This is an optimization exercise on Yosys and OpenROAD, whose aim is small area, a short achievable clock period and few clock cycles per item, not a production implementation.
Only simulation tests tie the RTL to the original design; equivalence was not proved.
Power and IR drop assume default switching activity.

==> flow/design.v <==
package acar_pkg;
  localparam int ENTRIES_DEF  = 16;
  localparam int REQUESTS_DEF = 16;
  localparam logic [2:0] OP_LOOKUP  = 3'd0;
  localparam logic [2:0] OP_INSERT  = 3'd1;
  localparam logic [2:0] OP_QUEUE   = 3'd2;
  localparam logic [2:0] OP_REMREQ  = 3'd3;
  localparam logic [2:0] OP_REMENT  = 3'd4;
  localparam logic [2:0] OP_CLEAR   = 3'd5;
  localparam logic [2:0] OP_TICK    = 3'd6;
  localparam logic [1:0] KIND_ANSWER = 2'd0;
  localparam logic [1:0] KIND_SEND   = 2'd1;
  localparam logic [1:0] KIND_GIVEUP = 2'd2;
  localparam logic CFG_TIMEOUT = 1'b0;
  localparam logic CFG_SENDS   = 1'b1;
  localparam logic [7:0] TIMEOUT_RST = 8'd30;
  localparam logic [3:0] SENDS_RST   = 4'd5;
  typedef struct packed {
    logic [1:0]  kind;
    logic        found;
    logic [31:0] ip;
    logic [47:0] mac;
    logic        full;
    logic        last;
  } result_t;
endpackage
module acar_ram #(
  parameter int WIDTH = 8,
  parameter int DEPTH = 16
) (
  input  logic                     clk,
  input  logic                     we,
  input  logic [$clog2(DEPTH)-1:0] waddr,
  input  logic [WIDTH-1:0]         wdata,
  input  logic [$clog2(DEPTH)-1:0] raddr,
  output logic [WIDTH-1:0]         rdata
);
  logic [WIDTH-1:0] mem [DEPTH];
  always_ff @(posedge clk) begin
    if (we) begin
      mem[waddr] <= wdata;
    end
    rdata <= mem[raddr];
  end
endmodule
module acar_outreg (
  input  logic             clk,
  input  logic             rst,
  input  logic             load,
  input  acar_pkg::result_t din,
  output logic             busy,
  output logic             valid,
  input  logic             ready,
  output acar_pkg::result_t dout
);
  always_ff @(posedge clk) begin
    if (rst) begin
      valid <= 1'b0;
    end else if (load) begin
      valid <= 1'b1;
    end else if (ready) begin
      valid <= 1'b0;
    end
    if (load) begin
      dout <= din;
    end
  end
  assign busy = valid && !ready;
endmodule
module arp_cache_aging_retry #(
  parameter int ENTRIES  = acar_pkg::ENTRIES_DEF,
  parameter int REQUESTS = acar_pkg::REQUESTS_DEF
) (
  input  logic        clk,
  input  logic        rst,
  input  logic        valid,
  output logic        ready,
  input  logic [2:0]  opcode,
  input  logic [31:0] ip_address,
  input  logic [47:0] mac_address,
  output logic        out_valid,
  input  logic        out_ready,
  output logic [1:0]  kind,
  output logic        found,
  output logic [31:0] ip_out,
  output logic [47:0] mac_out,
  output logic        full_res,
  output logic        last,
  input  logic        cfg_valid,
  output logic        cfg_ready,
  input  logic        cfg_index,
  input  logic [7:0]  cfg_data
);
  localparam int EAW = $clog2(ENTRIES);
  localparam int RAW = $clog2(REQUESTS);
  localparam int ECW = $clog2(ENTRIES + 1);
  localparam int RCW = $clog2(REQUESTS + 1);
  localparam logic [3:0] S_IDLE  = 4'd0;
  localparam logic [3:0] S_ERD   = 4'd1;
  localparam logic [3:0] S_EEV   = 4'd2;
  localparam logic [3:0] S_RRD   = 4'd3;
  localparam logic [3:0] S_REV   = 4'd4;
  localparam logic [3:0] S_FIN   = 4'd5;
  logic [3:0]  state;
  logic [2:0]  op;
  logic [31:0] ip;
  logic [47:0] mac;
  logic [7:0]  entry_timeout;
  logic [3:0]  max_sends;
  logic [ECW-1:0] entry_count, e_rd, e_wr;
  logic [RCW-1:0] request_count, r_rd, r_wr;
  logic        hit;
  logic [47:0] hit_mac;
  logic           e_we;
  logic [EAW-1:0] e_waddr;
  logic [31:0]    e_wip, e_rip;
  logic [47:0]    e_wmac, e_rmac;
  logic [7:0]     e_wage, e_rage;
  logic           r_we;
  logic [RAW-1:0] r_waddr;
  logic [31:0]    r_wip, r_rip;
  logic [3:0]     r_wsends, r_rsends;
  logic [7:0]     r_wage, r_rage;
  acar_ram #(.WIDTH(32), .DEPTH(ENTRIES)) u_eip (.clk, .we(e_we), .waddr(e_waddr),
    .wdata(e_wip), .raddr(e_rd[EAW-1:0]), .rdata(e_rip));
  acar_ram #(.WIDTH(48), .DEPTH(ENTRIES)) u_emac (.clk, .we(e_we), .waddr(e_waddr),
    .wdata(e_wmac), .raddr(e_rd[EAW-1:0]), .rdata(e_rmac));
  acar_ram #(.WIDTH(8), .DEPTH(ENTRIES)) u_eage (.clk, .we(e_we), .waddr(e_waddr),
    .wdata(e_wage), .raddr(e_rd[EAW-1:0]), .rdata(e_rage));
  acar_ram #(.WIDTH(32), .DEPTH(REQUESTS)) u_rip (.clk, .we(r_we), .waddr(r_waddr),
    .wdata(r_wip), .raddr(r_rd[RAW-1:0]), .rdata(r_rip));
  acar_ram #(.WIDTH(4), .DEPTH(REQUESTS)) u_rsends (.clk, .we(r_we), .waddr(r_waddr),
    .wdata(r_wsends), .raddr(r_rd[RAW-1:0]), .rdata(r_rsends));
  acar_ram #(.WIDTH(8), .DEPTH(REQUESTS)) u_rage (.clk, .we(r_we), .waddr(r_waddr),
    .wdata(r_wage), .raddr(r_rd[RAW-1:0]), .rdata(r_rage));
  logic    ob_busy, ob_load;
  acar_pkg::result_t ob_din, ob_dout;
  acar_outreg u_out (.clk, .rst, .load(ob_load), .din(ob_din), .busy(ob_busy),
    .valid(out_valid), .ready(out_ready), .dout(ob_dout));
  assign kind     = ob_dout.kind;
  assign found    = ob_dout.found;
  assign ip_out   = ob_dout.ip;
  assign mac_out  = ob_dout.mac;
  assign full_res = ob_dout.full;
  assign last     = ob_dout.last;
  assign ready     = (state == S_IDLE);
  assign cfg_ready = (state == S_IDLE);
  logic [7:0] e_age_inc, r_age_inc;
  logic       e_keep, e_match, r_match, r_skip, r_give, r_keep;
  logic       e_walk, r_walk;
  assign e_age_inc = (e_rage == 8'hFF) ? e_rage : e_rage + 8'd1;
  assign r_age_inc = (r_rage == 8'hFF) ? r_rage : r_rage + 8'd1;
  assign e_match   = (e_rip == ip);
  assign r_match   = (r_rip == ip);
  assign r_skip    = (r_age_inc <= 8'd1);
  assign r_give    = !r_skip && (r_rsends >= max_sends);
  assign e_keep    = (op == acar_pkg::OP_TICK) ? (e_age_inc <= entry_timeout) : !e_match;
  assign r_keep    = (op == acar_pkg::OP_TICK) ? !r_give : !r_match;
  assign e_walk    = (e_rd < entry_count);
  assign r_walk    = (r_rd < request_count);
  always_comb begin
    e_we    = 1'b0;
    e_waddr = e_wr[EAW-1:0];
    e_wip   = e_rip;
    e_wmac  = e_rmac;
    e_wage  = (op == acar_pkg::OP_TICK) ? e_age_inc : e_rage;
    r_we    = 1'b0;
    r_waddr = r_wr[RAW-1:0];
    r_wip   = r_rip;
    r_wsends = r_rsends;
    r_wage  = (op == acar_pkg::OP_TICK) ? r_age_inc : r_rage;
    ob_load = 1'b0;
    ob_din.kind  = acar_pkg::KIND_ANSWER;
    ob_din.found = 1'b0;
    ob_din.ip    = ip;
    ob_din.mac   = 48'd0;
    ob_din.full  = 1'b0;
    ob_din.last  = 1'b1;
    case (state)
      S_EEV: begin
        if (op != acar_pkg::OP_LOOKUP && e_keep) begin
          e_we = 1'b1;
        end
      end
      S_REV: begin
        if (op == acar_pkg::OP_TICK && !r_skip && !ob_busy) begin
          ob_load     = 1'b1;
          ob_din.kind = r_give ? acar_pkg::KIND_GIVEUP : acar_pkg::KIND_SEND;
          ob_din.ip   = r_rip;
          ob_din.last = 1'b0;
        end
        if (op == acar_pkg::OP_TICK && !r_skip && !r_give) begin
          r_wsends = (r_rsends == 4'hF) ? r_rsends : r_rsends + 4'd1;
          r_wage   = 8'd0;
        end
        if ((op == acar_pkg::OP_TICK && !(ob_busy && !r_skip)) || op == acar_pkg::OP_REMREQ) begin
          r_we = r_keep;
        end
      end
      S_FIN: begin
        if (!ob_busy) begin
          ob_load = 1'b1;
          case (op)
            acar_pkg::OP_LOOKUP: begin
              ob_din.found = hit;
              ob_din.mac   = hit ? hit_mac : 48'd0;
            end
            acar_pkg::OP_INSERT: begin
              ob_din.found = hit;
              ob_din.full  = (entry_count == ECW'(ENTRIES));
              e_we         = (entry_count != ECW'(ENTRIES));
              e_waddr      = entry_count[EAW-1:0];
              e_wip        = ip;
              e_wmac       = mac;
              e_wage       = 8'd0;
            end
            acar_pkg::OP_QUEUE: begin
              ob_din.found = hit;
              ob_din.full  = !hit && (request_count == RCW'(REQUESTS));
              r_we         = !hit && (request_count != RCW'(REQUESTS));
              r_waddr      = request_count[RAW-1:0];
              r_wip        = ip;
              r_wsends     = 4'd0;
              r_wage       = 8'd0;
            end
            default: begin
            end
          endcase
        end
      end
      default: begin
      end
    endcase
  end
  always_ff @(posedge clk) begin
    if (rst) begin
      state         <= S_IDLE;
      entry_count   <= '0;
      request_count <= '0;
      entry_timeout <= acar_pkg::TIMEOUT_RST;
      max_sends     <= acar_pkg::SENDS_RST;
      e_rd          <= '0;
      e_wr          <= '0;
      r_rd          <= '0;
      r_wr          <= '0;
    end else begin
      case (state)
        S_IDLE: begin
          if (cfg_valid) begin
            if (cfg_index == acar_pkg::CFG_TIMEOUT) begin
              entry_timeout <= cfg_data;
            end else begin
              max_sends <= cfg_data[3:0];
            end
          end
          if (valid) begin
            op   <= opcode;
            ip   <= ip_address;
            mac  <= mac_address;
            hit  <= 1'b0;
            e_rd <= '0;
            e_wr <= '0;
            r_rd <= '0;
            r_wr <= '0;
            case (opcode)
              acar_pkg::OP_LOOKUP, acar_pkg::OP_REMENT, acar_pkg::OP_TICK: state <= S_ERD;
              acar_pkg::OP_INSERT, acar_pkg::OP_QUEUE, acar_pkg::OP_REMREQ: state <= S_RRD;
              acar_pkg::OP_CLEAR: begin
                entry_count   <= '0;
                request_count <= '0;
                state         <= S_FIN;
              end
              default: state <= S_FIN;
            endcase
          end
        end
        S_ERD: begin
          if (e_walk && !(op == acar_pkg::OP_LOOKUP && hit)) begin
            state <= S_EEV;
          end else begin
            if (op != acar_pkg::OP_LOOKUP) begin
              entry_count <= e_wr;
            end
            state <= (op == acar_pkg::OP_TICK) ? S_RRD : S_FIN;
          end
        end
        S_EEV: begin
          e_rd <= e_rd + 1'b1;
          if (op == acar_pkg::OP_LOOKUP) begin
            if (e_match) begin
              hit     <= 1'b1;
              hit_mac <= e_rmac;
            end
          end else if (e_keep) begin
            e_wr <= e_wr + 1'b1;
          end
          state <= S_ERD;
        end
        S_RRD: begin
          if (r_walk && !((op == acar_pkg::OP_INSERT || op == acar_pkg::OP_QUEUE) && hit)) begin
            state <= S_REV;
          end else begin
            if (op == acar_pkg::OP_TICK || op == acar_pkg::OP_REMREQ) begin
              request_count <= r_wr;
            end
            state <= S_FIN;
          end
        end
        S_REV: begin
          if (!(op == acar_pkg::OP_TICK && ob_busy && !r_skip)) begin
            r_rd <= r_rd + 1'b1;
            if (op == acar_pkg::OP_INSERT || op == acar_pkg::OP_QUEUE) begin
              if (r_match) begin
                hit <= 1'b1;
              end
            end else if (r_keep) begin
              r_wr <= r_wr + 1'b1;
            end
            state <= S_RRD;
          end
        end
        S_FIN: begin
          if (!ob_busy) begin
            if (op == acar_pkg::OP_INSERT && entry_count != ECW'(ENTRIES)) begin
              entry_count <= entry_count + 1'b1;
            end
            if (op == acar_pkg::OP_QUEUE && !hit && request_count != RCW'(REQUESTS)) begin
              request_count <= request_count + 1'b1;
            end
            state <= S_IDLE;
          end
        end
        default: state <= S_IDLE;
      endcase
    end
  end
endmodule
==> flow/run.sh <==
#!/bin/bash
# synth_recipe.tcl (not shown) runs the flow's synth.tcl, then flattens the netlist and writes it again
# the make line also repeats each setting of config.mk as NAME=value (left out here)
make -C /OpenROAD-flow-scripts/flow DESIGN_CONFIG=/design/flow/config.mk WORK_HOME=/design/flow/orfs CLKGATE_MAP_FILE= SYNTH_SCRIPT=/design/flow/synth_recipe.tcl finish
==> flow/config.mk <==
export PLATFORM = sky130hd
export DESIGN_NAME = arp_cache_aging_retry
export DESIGN_NICKNAME = arp_cache_aging_retry
export VERILOG_FILES = /design/flow/design.v
export SDC_FILE = /design/flow/constraint.sdc
export NUM_CORES = 4
export LEC_CHECK = 0
export CAP_MARGIN = 20
export CORE_MARGIN = 2
export CORE_UTILIZATION = 40
export SLEW_MARGIN = 20
==> flow/constraint.sdc <==
create_clock -name core_clock -period 8.0 [get_ports {clk}]
set_input_delay 1.6000 -clock core_clock [delete_from_list [all_inputs] [get_ports {clk}]]
set_output_delay 1.6000 -clock core_clock [all_outputs]
set_load 0.01 [all_outputs]
==> out/qor.log <==
qor: logic_synthesis.ys_top_cells_by_area edfxtp_1 74%, mux4_2 16%, dfxtp_1 3.8%
qor: cts.cts-htree-levels 5
qor: finish.layout.cells.most_common edfxtp_1
qor: finish.layout.cells.most_common_list 2329 x edfxtp_1, 660 x mux4_2, 283 x nand2_1, 283 x clkbuf_16, 183 x clkdlybuf4s50_1
qor: floorplanning.std_cell_rows 178
qor: critical_path.worstPathMaxFanout 28
qor: route.antenna_violating_nets_post_route 0
qor: route.vias_per_cell 5.51
qor: floorplanning.design.die.area 241000 sq um
qor: grt.grt_antenna_before_repair 13
qor: timing.timing_hold_violations_final 0
qor: timing.grt_setup_unrepaired false
qor: cts.cts.sink_count 2507
qor: timing.period_minus_slack 5690 ps
qor: route.detailedRoute.firstIterationViolations 4298
qor: logic_synthesis.netlist_area 95000 sq um
qor: logic_synthesis.yosys.area.top_type_share 0.737
qor: logic_synthesis.count_of_flip_flops_with_a_built_in_enable_after_synthesis 2329
qor: finish.syn_to_final_growth 15.7%
qor: logic_synthesis.share_of_async_settable_or_async_resettable_flops_after_synthesis 0
qor: floorplanning.die_width 491 um
qor: critical_path.critPathRequiredTime 8500 ps
qor: logic_synthesis.postSynthNetCount 4444
qor: placement.post_place_instance_area 101000 sq um
qor: timing.tightestPinTransition 1190 ps
qor: logic_synthesis.syn_avg_cell_area 22.0 sq um
qor: finish.final_layout_size_suffix_gt1_frac 0.264
qor: placement.detailed_place_hpwl 117 mm
qor: critical_path.worstPathArrival 6190 ps
qor: critical_path.critical_path_class flop to flop
qor: grt.vias_in_the_first_global_route 45600
qor: cts.post_cts_buffers 0
qor: floorplanning.start_util 0.403
qor: placement.final_replace_weighted_congestion 0.793
qor: logic_synthesis.synth_cell_type_count 70
qor: timing.timing.final.max_slew_violations 0
qor: timing.slew_headroom 0.204
qor: grt.globalRoute.totalOverflow 0
qor: timing.timing.clock.skew 80.4 ps
qor: status.run_status timing/DRC/antenna clean
qor: timing.post-route-period-util 0.712
qor: route.routed_wire_length_per_instance 27.5 um
qor: power_and_ir_drop.power_leakage 33.8 nW
qor: route.detail_route.wirelength 221 mm
qor: route.route.detailed.drc 0
qor: logic_synthesis.register_area_share_after_synthesis 0.774
qor: logic_synthesis.synth_top_area_cell edfxtp_1
qor: route.drt_first_pass_iters 5
qor: grt.grt.total_usage 0.182
qor: timing.fmax 0.176 GHz
qor: logic_synthesis.synthesis.yosys.warnings 6
qor: job.cap_violations 0
qor: route.vias 44200
qor: grt.grt_max_degree 128
qor: power_and_ir_drop.max-vdd-ir-drop 0.154 mV
qor: finish.final_net_count 4794
qor: logic_synthesis.synth_cells 4316
qor: floorplanning.chipHeight 491 um
qor: critical_path.timing.critical_path.from_type flop
qor: timing.setup-violations-final 0
qor: cts.ctsRootBufferMaster clkbuf_16
qor: cts.insertion_delay 910 ps
qor: power_and_ir_drop.power_density 282 nW/um^2
qor: placement.port_bufs 184
qor: finish.finish.instance_area 110000 sq um
qor: cts.cts-root-to-sink-buffers 4
qor: floorplanning.fp.coreArea 236000 sq um
qor: cts.post_cts_hold_buffer_count 0
qor: critical_path.worstSetupEndpointType flop
qor: floorplanning.boundaryPins 185
qor: hold_path.hp-class flop to flop
qor: power_and_ir_drop.power 31.0 mW
qor: logic_synthesis.top_reg_cell_synth edfxtp_1
qor: cts.cts_tree built
qor: cts.path_clk_slew 60 ps
qor: cts.cts.repair.resized 0
qor: grt.grt_first_pass_wirelength 322 mm
qor: cts.cts_inserted_buffers 274
qor: logic_synthesis.synth-seq-cells 2507
through the flow:
stage | util | TNS (ps) | hold WS, ps | setup slack (ps) | std cells
floorplan | - | -1086770 | 408 | -1540 | 4316
global placement | 0.429 | 0 | 420 | 1870 | 7539
detailed placement | 0.429 | 0 | 419 | 1710 | 7539
CTS | 0.466 | 0 | 433 | 2290 | 8020
global route | 0.466 | 0 | 434 | 1870 | 8022
finish | 0.466 | 0 | 430 | 2310 | 8025
cell type report:
class | count | area, sq um
antenna | 4 | 10.0
sequential | 2507 | 73500
clock inverter | 107 | 968
timing repair buffer | 282 | 2840
multi-input combinational | 1563 | 20700
clock buffer | 374 | 7720
fill | 19500 | 126000
inverter | 38 | 143
tap | 3150 | 3940
where the power goes:
group	leakage, nW	internal (mW)	switching (mW)
Combinational	7.05	1.25	1.82
Sequential	22.5	15.4	0.348
Clock	4.27	7.29	4.91
Total	33.8	23.9	7.08
Yosys cell counts, types with 18 or more instances:
cell type and instances:
edfxtp_1 2329, mux4_2 660, nand2_1 284, dfxtp_1 178, clkbuf_1 136, nor2_1 84, mux2_2 66, and2_1 48
buf_1 46, nor3_1 46, xnor2_1 45, xor2_1 41, inv_1 38, a21oi_1 34, ha_1 31, nand3_1 25
nand4_1 23, buf_2 19, mux2i_1 18
routing by layer:
layer | part of all wire | routed length [um] | GRT usage
met1 | 0.42 | 93300 | 0.252
met2 | 0.49 | 109000 | 0.297
met3 | 0.057 | 12500 | 0.0283
met4 | 0.028 | 6290 | 0.0554
met5 | 0 | 0 | 0
critical path, stage by stage (launching register included):
cell and delay [ps]:
dfxtp_1 420, ha_1 260, nand2_1 100, nor2_1 190, nand3_1 250, mux2_2 360, ha_1 290, nor2b_1 140
o211ai_1 160, a21oi_1 80, o21ba_2 220, a211oi_1 700, nand2_1 290, o22a_1 400, nor2_4 770, buf_4 600
cells by family (layout without fill, tap and decap cells):
kind of cell / after synthesis / after routing / synth area share
compound gates: 134 / 134 / 0.0101
mux: 744 / 744 / 0.166
flops: 2507 / 2507 / 0.774
buf+inv: 246 / 801 / 0.0103
xor+xnor: 86 / 86 / 0.00793
simple gates: 568 / 568 / 0.0273
other cells: 0 / 4 / 0
fa+ha+maj: 31 / 31 / 0.00408
state kept, by name (all words and copies together) (netlist names), 8 cells and up:
name	count
u_eage.mem	128
u_emac.rdata	48
mac	48
ip	32
u_rage.mem	128
u_eage.rdata	8
u_rip.rdata	32
u_rsends.mem	64
u_emac.mem	768
entry_timeout	8
u_eip.rdata	32
u_rage.rdata	8
hit_mac	48
u_eip.mem	512
u_rip.mem	512
u_out.dout	85
path summary, 6_finish.rpt:
path	startpoint	endpoint	slack, ps	cells past startpoint
worst max-delay path	u_eage.rdata[0]$_DFF_P_	u_emac.mem[10][21]$_DFFE_PP_	2310	15
worst min-delay path	u_emac.rdata[10]$_DFF_P_	hit_mac[10]$_DFFE_PP_	430	0
worst max register to register	u_eage.rdata[0]$_DFF_P_	u_emac.mem[10][21]$_DFFE_PP_	2310	15
worst min register to register	u_emac.rdata[10]$_DFF_P_	hit_mac[10]$_DFFE_PP_	430	0
Testbench counts, summed over its fixed seeds: cycles 105,835, items 4,800.

[port drivers added, routing unchanged]
The flow's constraints put no driver on any port. The routed layout listed below was extracted and timed again, unchanged, in two steps. Step 1 assumes that a clkbuf_16 drives the clock port and a buf_2 every other input. Step 2 also shifts input and output timing later by t, the mid clock arrival at the registers, as if the neighbouring blocks saw the same clock. a / b / c = ideal ports / drivers / drivers and shift; a / b = the first two.
t, ns: 0.962
setup WS [ns]: 2.307 / 2.307 / 1.621
slew at the worst register clock pin (ns): 0.06 / 0.06
pins driven straight from the clock port: 1
After both steps this run still meets setup and hold. For this run, drivers alone change the setup slack by 0.000 ns; drivers and shift together by -0.686 ns.
